Background: an optimization exercise with open tools, aiming at small area. Do not read the settings as production practice. Where RTL was checked, it was by simulation tests only, not by an equivalence proof against the original. The RTL of run 1 was laid out without a check of its function. Power is estimated from default activity; no workload was simulated.

## flow/config.mk

```make
export PLATFORM = sky130hd
export DESIGN_NAME = vector_cpu
export DESIGN_NICKNAME = vector_cpu
export VERILOG_FILES = /design/flow/design.v
export SDC_FILE = /design/flow/constraint.sdc
export NUM_CORES = 4
export LEC_CHECK = 0
export CAP_MARGIN = 20
export CORE_MARGIN = 2
export CORE_UTILIZATION = 40
export SLEW_MARGIN = 20
```

## flow/constraint.sdc

```tcl
create_clock -name core_clock -period 6.0 [get_ports {clk_i}]
set_input_delay 1.2000 -clock core_clock [delete_from_list [all_inputs] [get_ports {clk_i}]]
set_output_delay 1.2000 -clock core_clock [all_outputs]
set_load 0.01 [all_outputs]
```

## flow/design.v

```verilog
package cpu_isa_pkg;
  localparam int data_width_lp = 32;
  localparam int lane_width_lp = 8;
  localparam int lane_count_lp = 4;
  localparam int reg_count_lp  = 16;
  localparam int opcode_msb_lp = 31;
  localparam int opcode_lsb_lp = 28;
  localparam int rd_msb_lp     = 27;
  localparam int rd_lsb_lp     = 24;
  localparam int rs1_msb_lp    = 23;
  localparam int rs1_lsb_lp    = 20;
  localparam int rs2_msb_lp    = 19;
  localparam int rs2_lsb_lp    = 16;
  localparam int imm_width_lp  = 16;
  localparam int imm_lsb_lp    = 0;
  localparam int imm_msb_lp    = imm_lsb_lp + imm_width_lp - 1;
  typedef logic [$clog2(reg_count_lp)-1:0] reg_addr_t;
  typedef logic [lane_count_lp-1:0][lane_width_lp-1:0] lane_vec_t;
  typedef enum logic [3:0] {
    op_nop, op_add, op_sub, op_and, op_or, op_addi,
    op_vadd, op_vsub, op_vand, op_vor, op_vadds,
    op_lw, op_sw, op_vlw, op_vsw
  } opcode_e;
  typedef enum logic [1:0] {alu_add, alu_sub, alu_and, alu_or} alu_op_e;
  typedef struct packed {
    logic                 reg_we;
    logic                 is_vector;
    logic                 use_imm;
    logic                 broadcast;
    logic                 mem_read;
    logic                 mem_write;
    alu_op_e alu_op;
  } ctrl_t;
  typedef struct packed {
    ctrl_t                                 ctrl;
    reg_addr_t                rd;
    logic [data_width_lp-1:0] rs1_s;
    logic [data_width_lp-1:0] rs2_s;
    lane_vec_t                rs1_v;
    lane_vec_t                rs2_v;
    logic [data_width_lp-1:0] imm;
  } id_ex_t;
  typedef struct packed {
    ctrl_t                                 ctrl;
    reg_addr_t                rd;
    logic [data_width_lp-1:0] result_s;
    lane_vec_t                result_v;
    logic [data_width_lp-1:0] store_data;
  } ex_mem_t;
endpackage
`timescale 1ns/1ns
module fetch_stage (
  input  logic        clk_i,
  input  logic        arst_n_i,
  input  logic [31:0] inst_i,
  output logic [31:0] pc_o,
  output logic [31:0] inst_o,
  output logic        a_vec_o,
  output logic        b_vec_o
);
  logic [31:0] pc_q;
  logic [3:0]  op_q;
  logic [27:0] fields_q;
  logic [3:0]  op_in;
  logic        a_vec_q, b_vec_q;
  assign op_in = inst_i[31:28];
  always_ff @(posedge clk_i or negedge arst_n_i) begin
    if (!arst_n_i) begin
      pc_q <= '0;
      op_q <= '0;
    end else begin
      pc_q <= pc_q + 1'b1;
      op_q <= inst_i[31:28];
    end
  end
  always_ff @(posedge clk_i) begin
    fields_q <= inst_i[27:0];
    a_vec_q  <= (op_in >= 4'd6) && (op_in <= 4'd10);
    b_vec_q  <= ((op_in >= 4'd6) && (op_in <= 4'd9)) || (op_in == 4'd14);
  end
  assign pc_o   = pc_q;
  assign inst_o  = {op_q, fields_q};
  assign a_vec_o = a_vec_q;
  assign b_vec_o = b_vec_q;
endmodule
`timescale 1ns/1ns
module register_file (
  input  logic        clk_i,
  input  logic        arst_n_i,
  input  logic [4:0]  ra_addr_i,
  input  logic [4:0]  rb_addr_i,
  output logic [31:0] ra_data_o,
  output logic [31:0] rb_data_o,
  input  logic        wr_we_i,
  input  logic [4:0]  wr_addr_i,
  input  logic [31:0] wr_data_i
);
  logic [31:0] data_q [32];
  logic [31:0] valid_q;
  always_ff @(posedge clk_i) begin
    for (int i = 0; i < 32; i++) begin
      if (wr_we_i && wr_addr_i == 5'(i)) data_q[i] <= wr_data_i;
    end
  end
  always_ff @(posedge clk_i or negedge arst_n_i) begin
    if (!arst_n_i) begin
      valid_q <= '0;
    end else begin
      for (int i = 0; i < 32; i++) begin
        if (wr_we_i && wr_addr_i == 5'(i)) valid_q[i] <= 1'b1;
      end
    end
  end
  always_comb begin
    ra_data_o = '0;
    rb_data_o = '0;
    for (int i = 0; i < 32; i++) begin
      ra_data_o = ra_data_o | ({32{valid_q[i] && ra_addr_i == 5'(i)}} & data_q[i]);
      rb_data_o = rb_data_o | ({32{valid_q[i] && rb_addr_i == 5'(i)}} & data_q[i]);
    end
  end
endmodule
`timescale 1ns/1ns
module decode_stage (
  input  logic        clk_i,
  input  logic        arst_n_i,
  input  logic [31:0] inst_i,
  input  logic        a_vec_i,
  input  logic        b_vec_i,
  output logic [4:0]  ra_addr_o,
  output logic [4:0]  rb_addr_o,
  input  logic [31:0] ra_data_i,
  input  logic [31:0] rb_data_i,
  output logic        ex_we_o,
  output logic        ex_vec_o,
  output logic        ex_rd_mem_o,
  output logic        ex_wr_mem_o,
  output logic [3:0]  ex_rd_o,
  output logic [31:0] ex_res_o,
  output logic [31:0] ex_sd_o
);
  logic [3:0]  op;
  logic        a_vec, lanes, use_imm, sub, is_and, is_or, bcast;
  logic        we, vec, rd_mem, wr_mem;
  logic [31:0] imm, b_op, b_add, sum, res;
  assign op = inst_i[31:28];
  always_comb begin
    a_vec   = (op >= 4'd6) && (op <= 4'd10);
    lanes   = a_vec;
    bcast   = (op == 4'd10);
    use_imm = (op == 4'd5) || ((op >= 4'd11) && (op <= 4'd14));
    sub     = (op == 4'd2) || (op == 4'd7);
    is_and  = (op == 4'd3) || (op == 4'd8);
    is_or   = (op == 4'd4) || (op == 4'd9);
    we      = ((op >= 4'd1) && (op <= 4'd11)) || (op == 4'd13);
    vec     = a_vec || (op == 4'd13);
    rd_mem  = (op == 4'd11) || (op == 4'd13);
    wr_mem  = (op == 4'd12) || (op == 4'd14);
  end
  assign ra_addr_o = {a_vec_i, inst_i[23:20]};
  assign rb_addr_o = {b_vec_i, inst_i[19:16]};
  assign imm   = {{16{inst_i[15]}}, inst_i[15:0]};
  assign b_op  = use_imm ? imm : (bcast ? {4{rb_data_i[7:0]}} : rb_data_i);
  assign b_add = sub ? ~b_op : b_op;
  logic        gap_a, gap_b;
  logic [35:0] add_a, add_b, add_s;
  assign gap_a = !lanes || sub;
  assign gap_b = lanes && sub;
  assign add_a = {ra_data_i[31:24], gap_a, ra_data_i[23:16], gap_a,
                  ra_data_i[15:8], gap_a, ra_data_i[7:0], 1'b1};
  assign add_b = {b_add[31:24], gap_b, b_add[23:16], gap_b,
                  b_add[15:8], gap_b, b_add[7:0], sub};
  assign add_s = add_a + add_b;
  assign sum   = {add_s[35:28], add_s[26:19], add_s[17:10], add_s[8:1]};
  assign res = is_and ? (ra_data_i & rb_data_i) :
               is_or  ? (ra_data_i | rb_data_i) : sum;
  always_ff @(posedge clk_i or negedge arst_n_i) begin
    if (!arst_n_i) begin
      ex_we_o     <= 1'b0;
      ex_wr_mem_o <= 1'b0;
    end else begin
      ex_we_o     <= we;
      ex_wr_mem_o <= wr_mem;
    end
  end
  always_ff @(posedge clk_i) begin
    ex_vec_o    <= vec;
    ex_rd_mem_o <= rd_mem;
    ex_rd_o     <= inst_i[27:24];
    ex_res_o    <= res;
    ex_sd_o     <= rb_data_i;
  end
endmodule
`timescale 1ns/1ns
module execute_stage (
  input  logic        clk_i,
  input  logic        arst_n_i,
  input  logic        we_i,
  input  logic        vec_i,
  input  logic        rd_mem_i,
  input  logic        wr_mem_i,
  input  logic [3:0]  rd_i,
  input  logic [31:0] res_i,
  input  logic [31:0] sd_i,
  output logic        we_o,
  output logic        vec_o,
  output logic        rd_mem_o,
  output logic        wr_mem_o,
  output logic [3:0]  rd_o,
  output logic [31:0] res_o,
  output logic [31:0] sd_o
);
  always_ff @(posedge clk_i or negedge arst_n_i) begin
    if (!arst_n_i) begin
      we_o     <= 1'b0;
      wr_mem_o <= 1'b0;
    end else begin
      we_o     <= we_i;
      wr_mem_o <= wr_mem_i;
    end
  end
  always_ff @(posedge clk_i) begin
    vec_o    <= vec_i;
    rd_mem_o <= rd_mem_i;
    rd_o     <= rd_i;
    res_o    <= res_i;
    sd_o     <= sd_i;
  end
endmodule
`timescale 1ns/1ns
module memory_stage (
  input  logic        clk_i,
  input  logic        arst_n_i,
  input  logic        we_i,
  input  logic        vec_i,
  input  logic        rd_mem_i,
  input  logic        wr_mem_i,
  input  logic [3:0]  rd_i,
  input  logic [31:0] res_i,
  input  logic [31:0] sd_i,
  input  logic [31:0] data_mem_out_data_i,
  output logic [31:0] data_mem_address_o,
  output logic [31:0] data_mem_in_data_o,
  output logic        data_mem_we_o,
  output logic        wr_we_o,
  output logic [4:0]  wr_addr_o,
  output logic [31:0] wr_data_o
);
  assign data_mem_address_o = res_i;
  assign data_mem_in_data_o = sd_i;
  assign data_mem_we_o      = wr_mem_i;
  always_ff @(posedge clk_i or negedge arst_n_i) begin
    if (!arst_n_i) begin
      wr_we_o <= 1'b0;
    end else begin
      wr_we_o <= we_i;
    end
  end
  always_ff @(posedge clk_i) begin
    wr_addr_o <= {vec_i, rd_i};
    wr_data_o <= rd_mem_i ? data_mem_out_data_i : res_i;
  end
endmodule
`timescale 1ns/1ns
module vector_cpu (
  input  logic                                  clk_i,
  input  logic                                  arst_n_i,
  input  logic [cpu_isa_pkg::data_width_lp-1:0] inst_mem_data_i,
  output logic [cpu_isa_pkg::data_width_lp-1:0] inst_mem_address_o,
  input  logic [cpu_isa_pkg::data_width_lp-1:0] data_mem_out_data_i,
  output logic [cpu_isa_pkg::data_width_lp-1:0] data_mem_address_o,
  output logic [cpu_isa_pkg::data_width_lp-1:0] data_mem_in_data_o,
  output logic                                  data_mem_we_o
);
  logic [31:0] inst_id;
  logic        a_vec, b_vec;
  logic [4:0]  ra_addr, rb_addr;
  logic [31:0] ra_data, rb_data;
  logic        ex_we, ex_vec, ex_rd_mem, ex_wr_mem;
  logic [3:0]  ex_rd;
  logic [31:0] ex_res, ex_sd;
  logic        mem_we, mem_vec, mem_rd_mem, mem_wr_mem;
  logic [3:0]  mem_rd;
  logic [31:0] mem_res, mem_sd;
  logic        wr_we;
  logic [4:0]  wr_addr;
  logic [31:0] wr_data;
  fetch_stage u_fetch (
    .clk_i   (clk_i),
    .arst_n_i(arst_n_i),
    .inst_i  (inst_mem_data_i),
    .pc_o    (inst_mem_address_o),
    .inst_o  (inst_id),
    .a_vec_o (a_vec),
    .b_vec_o (b_vec)
  );
  register_file u_regfile (
    .clk_i    (clk_i),
    .arst_n_i (arst_n_i),
    .ra_addr_i(ra_addr),
    .rb_addr_i(rb_addr),
    .ra_data_o(ra_data),
    .rb_data_o(rb_data),
    .wr_we_i  (wr_we),
    .wr_addr_i(wr_addr),
    .wr_data_i(wr_data)
  );
  decode_stage u_decode (
    .clk_i      (clk_i),
    .arst_n_i   (arst_n_i),
    .inst_i     (inst_id),
    .a_vec_i    (a_vec),
    .b_vec_i    (b_vec),
    .ra_addr_o  (ra_addr),
    .rb_addr_o  (rb_addr),
    .ra_data_i  (ra_data),
    .rb_data_i  (rb_data),
    .ex_we_o    (ex_we),
    .ex_vec_o   (ex_vec),
    .ex_rd_mem_o(ex_rd_mem),
    .ex_wr_mem_o(ex_wr_mem),
    .ex_rd_o    (ex_rd),
    .ex_res_o   (ex_res),
    .ex_sd_o    (ex_sd)
  );
  execute_stage u_execute (
    .clk_i   (clk_i),
    .arst_n_i(arst_n_i),
    .we_i    (ex_we),
    .vec_i   (ex_vec),
    .rd_mem_i(ex_rd_mem),
    .wr_mem_i(ex_wr_mem),
    .rd_i    (ex_rd),
    .res_i   (ex_res),
    .sd_i    (ex_sd),
    .we_o    (mem_we),
    .vec_o   (mem_vec),
    .rd_mem_o(mem_rd_mem),
    .wr_mem_o(mem_wr_mem),
    .rd_o    (mem_rd),
    .res_o   (mem_res),
    .sd_o    (mem_sd)
  );
  memory_stage u_memory (
    .clk_i              (clk_i),
    .arst_n_i           (arst_n_i),
    .we_i               (mem_we),
    .vec_i              (mem_vec),
    .rd_mem_i           (mem_rd_mem),
    .wr_mem_i           (mem_wr_mem),
    .rd_i               (mem_rd),
    .res_i              (mem_res),
    .sd_i               (mem_sd),
    .data_mem_out_data_i(data_mem_out_data_i),
    .data_mem_address_o (data_mem_address_o),
    .data_mem_in_data_o (data_mem_in_data_o),
    .data_mem_we_o      (data_mem_we_o),
    .wr_we_o            (wr_we),
    .wr_addr_o          (wr_addr),
    .wr_data_o          (wr_data)
  );
endmodule
```

## flow/flow/run.sh

```bash
#!/bin/bash
# Layout flow: the standard ORFS flow (the standard.sh make call) with
#  - an area-oriented ABC script for the combinational logic when
#    flow/abc_area.script is present (registers are mapped exactly as in the
#    standard synthesis, before ABC runs; the standard flow's synthesis wrapper is kept),
#  - small buffers on the ports,
#  - its own clock tree settings, placement density and timing margin.
# Each tool's full output is in its ORFS log under orfs/logs; make's own
# output goes to make.log and the DEF export's to write_def.log.
set -euo pipefail
W=$PWD
SYN=$W/synth_recipe.tcl
if [ -f "$W/flow/abc_area.script" ]; then
  {
    head -n 1 synth_recipe.tcl
    echo "proc abc {args} { set i [lsearch \$args -script]; lset args [expr {\$i+1}] $W/flow/abc_area.script; yosys abc {*}\$args -dont_use sky130_fd_sc_hd__a222oi_1 }"
    tail -n +2 synth_recipe.tcl
  } > synth_area.tcl
  SYN=$W/synth_area.tcl
fi

make -C "$FLOW_HOME" DESIGN_CONFIG="$FLOW_CONFIG" WORK_HOME="$W/orfs" CLKGATE_MAP_FILE= \
  SYNTH_SCRIPT="$SYN" CAP_MARGIN=20 CORE_MARGIN=2 CORE_UTILIZATION=45 PLACE_DENSITY=0.6 SLEW_MARGIN=20 \
  BUFFER_PORTS_ARGS="-buffer_cell sky130_fd_sc_hd__buf_1" \
  CTS_ARGS="-sink_clustering_enable -repair_clock_nets -dont_use_dummy_load -root_buf sky130_fd_sc_hd__clkbuf_16 -buf_list {sky130_fd_sc_hd__clkbuf_4 sky130_fd_sc_hd__clkbuf_8} -sink_clustering_buffer sky130_fd_sc_hd__clkbuf_4" SETUP_SLACK_MARGIN=0.2 \
  finish > "$W/make.log" 2>&1

R=$W/orfs/results/$FLOW_PLATFORM/vector_cpu/base
: # left out here: write the final layout as DEF
```

## flow/flow/abc_area.script

```
&get -n
&st
&syn2
&dch -f
&nf -p -R 1000
&st
&syn2
&dch -f
&nf -p -R 1000
&put
topo
stime -c
```

## flow/standard.sh

```bash
#!/bin/bash
# synth_recipe.tcl (not shown) runs the flow's synth.tcl, then flattens the netlist and writes it again
# the make line also repeats each setting of config.mk as NAME=value (left out here)
make -C /OpenROAD-flow-scripts/flow DESIGN_CONFIG=/design/flow/config.mk WORK_HOME=/design/flow/orfs CLKGATE_MAP_FILE= SYNTH_SCRIPT=/design/flow/synth_recipe.tcl "${@:-finish}"
```

==> run notes, run 1 <==
antenna violations before repair=15; slew at the pin with the worst max-slew slack=1.282 ns; first-pass GRT wire length=roughly 340 mm; final wirelength=between 200 and 300 mm; Top FF cell, synth=edfxtp_1; I/O pins=about 160; Die Y=around 340 um; vias in the first global route=41,530; commonest non-fill, non-tap cells in the layout=1,024 x edfxtp_1, 666 x a22oi_1, 295 x clkbuf_4; CP Class=register to register; period utilization=0.9512; core area=about 0.11 sq mm; Longest Clk Path Bufs=4; DR vias=roughly 44,000; Largest stage delay, worst path=between 0.5 and 0.6 ns; Worst path most repeated cell=o21a_1; final setup TNS=0 ns; layout cells sized above 1=0.1807; gr usage total=0.4284; TritonCTS clock tree=yes; post-synthesis sequential area ratio=0.7146; most common cell after layout, fill and taps aside=edfxtp_1; gp weighted congestion=1.044; Mapped Area=0.05139 sq mm; Fin. Hold Viols=0; CTS HTree Levels=5; storage element area=approximately 0.037 sq mm; root buffer cell=clkbuf_16; multi-input logic area=around 0.015 sq mm; Initial Util=0.4555; Cell Pwr Density=around 370 mW/mm^2; Worst-path clk slew=roughly 0.06 ns; number of CTS-inserted buffers=344; Critical Path RT=between 6 and 7 ns; CTS Hold Bufs=0; DR iter-0 viols=10,630; CP max-delay cell=or4_4; clk sink count=1,304; CP endpoint kind=register; largest net degree at the start of global routing=between 70 and 80; syn_area_per_cell=roughly 15 sq um; Fin Hold WS=0.2875 ns; number of synthesized flops with an enable pin=roughly 1,000; grt total ovfl=0; Yosys cell types=between 40 and 50; slew margin rel.=0.1452; Remaining DRCs=0; HP Class=register to register; Final Max Tran Viols=0; Synth top area share=0.5984; Startpoint Class=register; Leakage=between 20 and 25 nW; Die Wd=roughly 340 um; status=complete, no violations; Post-Syn Nets=3,480; setup violators final=0; VDD IR max=approximately 260 uV; vias per cell=between 7 and 8; std cell rows=123; min cycle time layout=between 5 and 6 ns; Async S/R FF share, synth=0.05598; Final Core Density=0.5307; First-pass DRT Iterations=17; Ys Warns=6; RSZ-0062 raised after global routing=yes; worst skew pair latency=between 0.8 and 0.9 ns; Yosys top cell by area=edfxtp_1; Total Power=between 20 and 25 mW; crit-path max FO=5; FMAX=about 180 MHz; DR WL/cell=around 45 um; nets@finish=4,233; full die area=roughly 0.12 sq mm; Synth-to-Final Area Change=16.50%; hpwl dp=147.8 mm; CP arrival=around 6.4 ns; PortBufs=between 150 and 200; largest cells by area after synthesis=edfxtp_1 60%, a22oi_1 9.8%, dfxtp_1 8.1%; Yosys reg bits=1,304; DRT antenna net count=0; clock skew=between 0.08 and 0.09 ns; MaxCap Viol Count=0; Post-Synthesis Cells=3,382; # fillers=9,449
## timing repair
action                     CTS  global route
resized for setup           23            69
setup endpoints to repair    5            15
pin swaps                   10            27
gates cloned                 0             0
buffers inserted             5            11
## final timing paths
path                                      start                    end  slack (ns)  depth (start not counted)
min reg2reg                   u_decode.ex_vec_o        u_execute.vec_o        0.29                          0
min                           u_decode.ex_vec_o        u_execute.vec_o        0.29                          0
max in group asynchronous              arst_n_i   u_regfile.valid_q[7]        4.79                          1
max                        u_fetch.fields_q[16]  u_decode.ex_res_o[20]        0.29                         30
min in group asynchronous              arst_n_i       u_fetch.pc_q[17]        0.57                          1
max reg2reg                u_fetch.fields_q[16]  u_decode.ex_res_o[20]        0.29                         30
## metrics by stage
stage	area, sq um	setup slack [ns]	std cells
2_1_floorplan	51450	0.2117	3382
3_3_place_gp	55960	0.07895	5266
3_5_place_dp	56090	0.02437	5272
4_1_cts	59470	0.2026	5621
5_1_grt	59840	0.1327	5634
6_report	59860	0.2931	5643
## power breakdown
group | switching [mW] | total (mW) | internal (mW) | leakage, nW
clock | 3.38 | 6.85 | 3.47 | 1.88
combinational | 1.80 | 2.69 | 0.888 | 6.68
sequential | 1.22 | 12.6 | 11.4 | 11.9
## area by class of cell
type                       count  area share
inverter                       3   0.0001881
tap                         1500     0.03135
sequential                  1304      0.6137
multi-input combinational   2075      0.2555
clock buffer                 344     0.05447
antenna                       10   0.0004180
timing repair buffer         407     0.04439
## synth_stat cells (3+ instances only)
cell type     n
nand2b_1      7
and2_0       11
nor3_1        6
o21bai_1      3
a221oi_1    183
nand2_1     138
and3_1       74
a21o_1        4
a21boi_0      3
o21a_1        5
ha_1         32
a22o_1      183
dfxtp_1     207
nand4_1     130
a31oi_1       9
or4_1        46
nor2b_1      28
a21oi_1      40
o211ai_1      3
mux2_1       33
clkinv_1      3
or2_0        34
o22ai_1      18
edfxtp_1   1024
xnor2_1      42
a211oi_1     27
xor2_1       51
o21ai_0      43
nand3_1     140
or3_1        16
dfrtp_1      73
nor2_1       78
a22oi_1     673
## cells by family (layout without fill, tap and decap cells)
kind of cell / Yosys count / in the layout / synth area share
AO/OA/AOI/OAI: 1203 / 1203 / 0.1802
XOR/XNOR: 93 / 93 / 0.01585
adder cells (fa/ha/maj): 32 / 32 / 0.007792
buffers and inverters: 3 / 754 / 0.0002191
flip-flops: 1304 / 1304 / 0.7146
multiplexers: 33 / 33 / 0.007232
other: 0 / 10 / 0
AND/OR/NAND/NOR: 714 / 714 / 0.07412
## layer usage
layer	wire [um]	vias to the layer above	GRT usage
li1	-	16020	-
met1	86780	21150	0.5455
met2	98280	5415	0.5662
met3	48600	1500	0.2296
met4	21280	10	0.2668
met5	76	-	0.0004085
## flip-flops by register name, indices dropped and copies added, names as in the netlist, 4 cells and up
| name | count |
|---|---|
| u_regfile.data_q | 1024 |
| u_decode.ex_res_o | 32 |
| u_decode.ex_sd_o | 32 |
| u_execute.res_o | 32 |
| u_execute.sd_o | 32 |
| u_fetch.pc_q | 32 |
| u_memory.wr_data_o | 32 |
| u_regfile.valid_q | 32 |
| u_fetch.fields_q | 28 |
| u_memory.wr_addr_o | 5 |
| u_decode.ex_rd_o | 4 |
| u_execute.rd_o | 4 |
| u_fetch.op_q | 4 |
## critical path: cells and delay by family, from the launching register on
kind / cells / cell delay [ns]
buf+inv: 2 / 0.33
simple gates: 13 / 1.93
fa+ha+maj: 1 / 0.33
flops: 1 / 0.36
compound gates: 12 / 2.48
xor+xnor: 2 / 0.19
==> run 2: changes to the inputs <==
--- a/flow/design.v
+++ b/flow/design.v
@@ -56,5 +56,3 @@
   output logic [31:0] pc_o,
-  output logic [31:0] inst_o,
-  output logic        a_vec_o,
-  output logic        b_vec_o
+  output logic [31:0] inst_o
 );
@@ -63,5 +61,2 @@
   logic [27:0] fields_q;
-  logic [3:0]  op_in;
-  logic        a_vec_q, b_vec_q;
-  assign op_in = inst_i[31:28];
   always_ff @(posedge clk_i or negedge arst_n_i) begin
@@ -77,9 +72,5 @@
     fields_q <= inst_i[27:0];
-    a_vec_q  <= (op_in >= 4'd6) && (op_in <= 4'd10);
-    b_vec_q  <= ((op_in >= 4'd6) && (op_in <= 4'd9)) || (op_in == 4'd14);
   end
   assign pc_o   = pc_q;
-  assign inst_o  = {op_q, fields_q};
-  assign a_vec_o = a_vec_q;
-  assign b_vec_o = b_vec_q;
+  assign inst_o = {op_q, fields_q};
 endmodule
@@ -127,4 +118,2 @@
   input  logic [31:0] inst_i,
-  input  logic        a_vec_i,
-  input  logic        b_vec_i,
   output logic [4:0]  ra_addr_o,
@@ -142,3 +131,3 @@
   logic [3:0]  op;
-  logic        a_vec, lanes, use_imm, sub, is_and, is_or, bcast;
+  logic        a_vec, b_vec, lanes, use_imm, sub, is_and, is_or, bcast;
   logic        we, vec, rd_mem, wr_mem;
@@ -148,2 +137,3 @@
     a_vec   = (op >= 4'd6) && (op <= 4'd10);
+    b_vec   = ((op >= 4'd6) && (op <= 4'd9)) || (op == 4'd14);
     lanes   = a_vec;
@@ -159,4 +149,4 @@
   end
-  assign ra_addr_o = {a_vec_i, inst_i[23:20]};
-  assign rb_addr_o = {b_vec_i, inst_i[19:16]};
+  assign ra_addr_o = {a_vec, inst_i[23:20]};
+  assign rb_addr_o = {b_vec, inst_i[19:16]};
   assign imm   = {{16{inst_i[15]}}, inst_i[15:0]};
@@ -275,3 +265,2 @@
   logic [31:0] inst_id;
-  logic        a_vec, b_vec;
   logic [4:0]  ra_addr, rb_addr;
@@ -292,5 +281,3 @@
     .pc_o    (inst_mem_address_o),
-    .inst_o  (inst_id),
-    .a_vec_o (a_vec),
-    .b_vec_o (b_vec)
+    .inst_o  (inst_id)
   );
@@ -311,4 +298,2 @@
     .inst_i     (inst_id),
-    .a_vec_i    (a_vec),
-    .b_vec_i    (b_vec),
     .ra_addr_o  (ra_addr),
==> flow/run.sh (new file) <==
#!/bin/bash
# synth_recipe.tcl (not shown) runs the flow's synth.tcl, then flattens the netlist and writes it again
# the make line also repeats each setting of config.mk as NAME=value (left out here)
make -C /OpenROAD-flow-scripts/flow DESIGN_CONFIG=/design/flow/config.mk WORK_HOME=/design/flow/orfs CLKGATE_MAP_FILE= SYNTH_SCRIPT=/design/flow/synth_recipe.tcl finish
removed: flow/flow/run.sh
removed: flow/flow/abc_area.script
removed: flow/standard.sh
==> run notes, run 2 <==
status=complete, no violations (unchanged); multi-input logic area=0.01634 sq mm (was 0.01529 sq mm); most common cell after layout, fill and taps aside=edfxtp_1 (unchanged); std cell rows=134 (was 123); MaxCap Viol Count=0 (unchanged); CP endpoint kind=register (unchanged); antenna violations before repair=19 (was 15); gr usage total=0.3946 (was 0.4284); FMAX=171.3 MHz (was 175.2 MHz); Final Max Tran Viols=0 (unchanged); Fin. Hold Viols=0 (unchanged); largest cells by area after synthesis=edfxtp_1 58%, a22oi_1 8.3%, dfxtp_1 7.7% (was edfxtp_1 60%, a22oi_1 9.8%, dfxtp_1 8.1%); Synth-to-Final Area Change=22.44% (was 16.50%); layout cells sized above 1=0.1887 (was 0.1807); Die Y=369.3 um (was 341.9 um); largest net degree at the start of global routing=74 (unchanged); Yosys reg bits=1,302 (was 1,304); HP Class=register to register (unchanged); PortBufs=162 (unchanged); gp weighted congestion=0.9988 (was 1.044); I/O pins=163 (unchanged); Async S/R FF share, synth=0.05607 (was 0.05598); Die Wd=369.3 um (was 341.9 um); Cell Pwr Density=379.5 mW/mm^2 (was 370.7 mW/mm^2); Post-Syn Nets=3,943 (was 3,480); storage element area=0.03669 sq mm (was 0.03674 sq mm); Initial Util=0.4014 (was 0.4555); Worst-path clk slew=0.06 ns (about the same); Post-Synthesis Cells=3,845 (was 3,382); first-pass GRT wire length=363.2 mm (was 339.5 mm); DR vias=44,600 (was 44,100); Leakage=22.15 nW (was 20.47 nW); CP Class=register to register (unchanged); most numerous cell in the Yosys netlist=edfxtp_1 (unchanged); Final Cell Area=0.06535 sq mm (was 0.05986 sq mm); RSZ-0062 raised after global routing=no (was yes); final setup TNS=0 ns (unchanged); # fillers=11,450 (was 9,449); vias in the first global route=42,080 (was 41,530); Worst R2R Path Depth=25 (was 30); Critical Path RT=6.70 ns (was 6.68 ns); Yosys cell types=78 (was 45); vias per cell=7.220 (was 7.814); Startpoint Class=register (unchanged); Placed Area=0.06040 sq mm (was 0.05609 sq mm); slew margin rel.=0.1426 (was 0.1452); Fin Hold WS=0.3213 ns (was 0.2875 ns); CP arrival=6.54 ns (was 6.39 ns); min cycle time layout=5.837 ns (was 5.707 ns); Mapped Area=0.05337 sq mm (was 0.05139 sq mm); root buffer cell=clkbuf_16 (unchanged); Ys Warns=6 (unchanged); nets@finish=4,384 (was 4,233); Biggest register=u_regfile.data_q (unchanged); Longest Clk Path Bufs=3 (was 4); number of synthesized flops with an enable pin=1,024 (unchanged); CTS HTree Levels=4 (was 5); core area=0.1330 sq mm (was 0.1128 sq mm); crit-path max FO=11 (was 5); DR WL/cell=44.83 um (was 45.19 um); clock skew=0.03861 ns (was 0.08475 ns); VDD IR max=199.2 uV (was 263.5 uV); full die area=0.1364 sq mm (was 0.1169 sq mm); Remaining DRCs=0 (unchanged); hpwl dp=168.2 mm (was 147.8 mm); clk sink count=1,302 (was 1,304); worst skew pair latency=0.81 ns (was 0.82 ns); Yosys top cell by area=edfxtp_1 (unchanged); number of flip-flops in the largest register=1,024 (unchanged); post-synthesis sequential area ratio=0.6872 (was 0.7146); number of CTS-inserted buffers=139 (was 344); Top FF cell, synth=edfxtp_1 (unchanged); slew at the pin with the worst max-slew slack=1.286 ns (was 1.282 ns); syn_area_per_cell=13.88 sq um (was 15.19 sq um); period utilization=0.9729 (was 0.9512); First-pass DRT Iterations=12 (was 17); Synth top area share=0.5761 (was 0.5984); final wirelength=276.9 mm (was 255.0 mm); grt total ovfl=0 (unchanged); DR iter-0 viols=10,660 (was 10,630); setup violators final=0 (unchanged); Synth top cells by count=1,024 x edfxtp_1, 590 x a22oi_1, 205 x dfxtp_1 (was 1,024 x edfxtp_1, 673 x a22oi_1, 207 x dfxtp_1); commonest non-fill, non-tap cells in the layout=1,024 x edfxtp_1, 590 x a22oi_1, 343 x buf_4 (was 1,024 x edfxtp_1, 666 x a22oi_1, 295 x clkbuf_4); hold path depth=0 (unchanged); DRT antenna net count=0 (unchanged); TritonCTS clock tree=yes (unchanged)
[run 2: report_power, final]
part	leakage, nW	switching [mW]	internal (mW)
clock network	2.29	3.77	5.08
registers	11.9	1.17	11.3
logic	7.96	2.15	1.31
[run 2: final timing paths]
check | startpoint | end | slack, ns
setup / recovery | u_fetch.op_q[2] | u_decode.ex_res_o[31] | 0.16
hold / removal | u_fetch.fields_q[26] | u_decode.ex_rd_o[2] | 0.32
setup reg to reg | u_fetch.op_q[2] | u_decode.ex_res_o[31] | 0.16
hold reg to reg | u_fetch.fields_q[26] | u_decode.ex_rd_o[2] | 0.32
max in group asynchronous | arst_n_i | u_fetch.pc_q[21] | 5.04
min in group asynchronous | arst_n_i | u_regfile.valid_q[3] | 0.46
[run 2: layer usage]
metal  vias up  track usage  share of wire
li1      16780            -              -
met1     21900       0.4968           0.35
met2      4672       0.5644           0.41
met3      1215       0.1608           0.16
met4        22       0.2423          0.073
met5         -            0        0.00057
[run 2: logic make-up (layout without fill, tap and decap cells)]
logic type,Yosys count,count (layout),share of synthesized area
XOR/XNOR,88,88,0.01444
multiplexers,50,50,0.01015
adder cells (fa/ha/maj),32,32,0.007502
flip-flops,1302,1302,0.6872
other,0,6,0
AO/OA/AOI/OAI,1212,1213,0.1745
buffers and inverters,285,842,0.02079
AND/OR/NAND/NOR,876,876,0.08538
[run 2: timing repair]
item / in CTS / in global routing
endpoints found under the setup margin: 2 / 15
hold buffers: 0 / 0
hold endpoints to repair: 0 / 0
resized for setup: 5 / 32
pin swaps: 1 / 9
setup buffers: 2 / 9
cloned: 0 / 1
[run 2: area by class of cell]
type,instances,area share
antenna,6,0.0002298
inverter,22,0.001264
multi-input combinational,2259,0.2501
timing repair buffer,562,0.08181
clock buffer,186,0.05955
sequential,1302,0.5615
clock inverter,72,0.01178
tap,1768,0.03385
[run 2: stage by stage]
step | setup slack [ns] | util | power [mW] | std cells
after floorplan | 0.8768 | - | 13.49 | 3845
after global placement | -0.2306 | 0.4542 | 15.89 | 5900
after detailed placement | -0.1664 | 0.4543 | 15.87 | 5900
after CTS | 0.006008 | 0.4896 | 24.59 | 6160
after global routing | 0.01772 | 0.4914 | 25.34 | 6171
final | 0.1629 | 0.4915 | 24.80 | 6177
[run 2: worst max-delay path, stage by stage (launching register included)]
cell and delay (ns):
dfrtp_1 0.44, buf_4 0.20, nand2b_2 0.29, o21a_2 0.31, buf_4 0.21, nor3_2 0.82, buf_4 0.41, a22oi_1 0.11
nand4_1 0.13, nor4_1 0.08, nand2_1 0.07, buf_4 0.20, ha_1 0.29, o21a_1 0.21, o2111ai_1 0.20, nor2_1 0.08
o221ai_1 0.18, buf_4 0.17, nor4_1 0.05, buf_4 0.14, o211ai_1 0.26, a211oi_2 0.11, o21ai_1 0.25, a21oi_1 0.12
xnor2_1 0.14, a211oi_1 0.22

## separate check: timing with driven ports
Ports are ideal in the flow. The routed layouts listed here were re-timed in OpenROAD.
Step 1, drivers: a clkbuf_16 drives clk_i and a buf_2 each remaining input, both assumed.
Step 2 moves the port delays by t, midway between the first and last clock arrival at a register: inputs arrive t later, outputs are due t later. That takes back most of the time a late clock gives input paths.
Three values: ideal, step 1, step 2; two values: the first two.
| run | t (ns) | setup slack, ns | worst register clock-pin slew, ns | worst slew at a driven data input, ns | cell pins on the clock port's net |
|---|---|---|---|---|---|
| run 1 | 0.862 | 0.293 / 0.293 / 0.293 | 0.07 / 0.07 | 0.08 | 1 |
| run 2 | 0.863 | 0.163 / 0.163 / 0.163 | 0.07 / 0.07 | 0.06 | 1 |
After both steps every run listed still meets setup and hold.
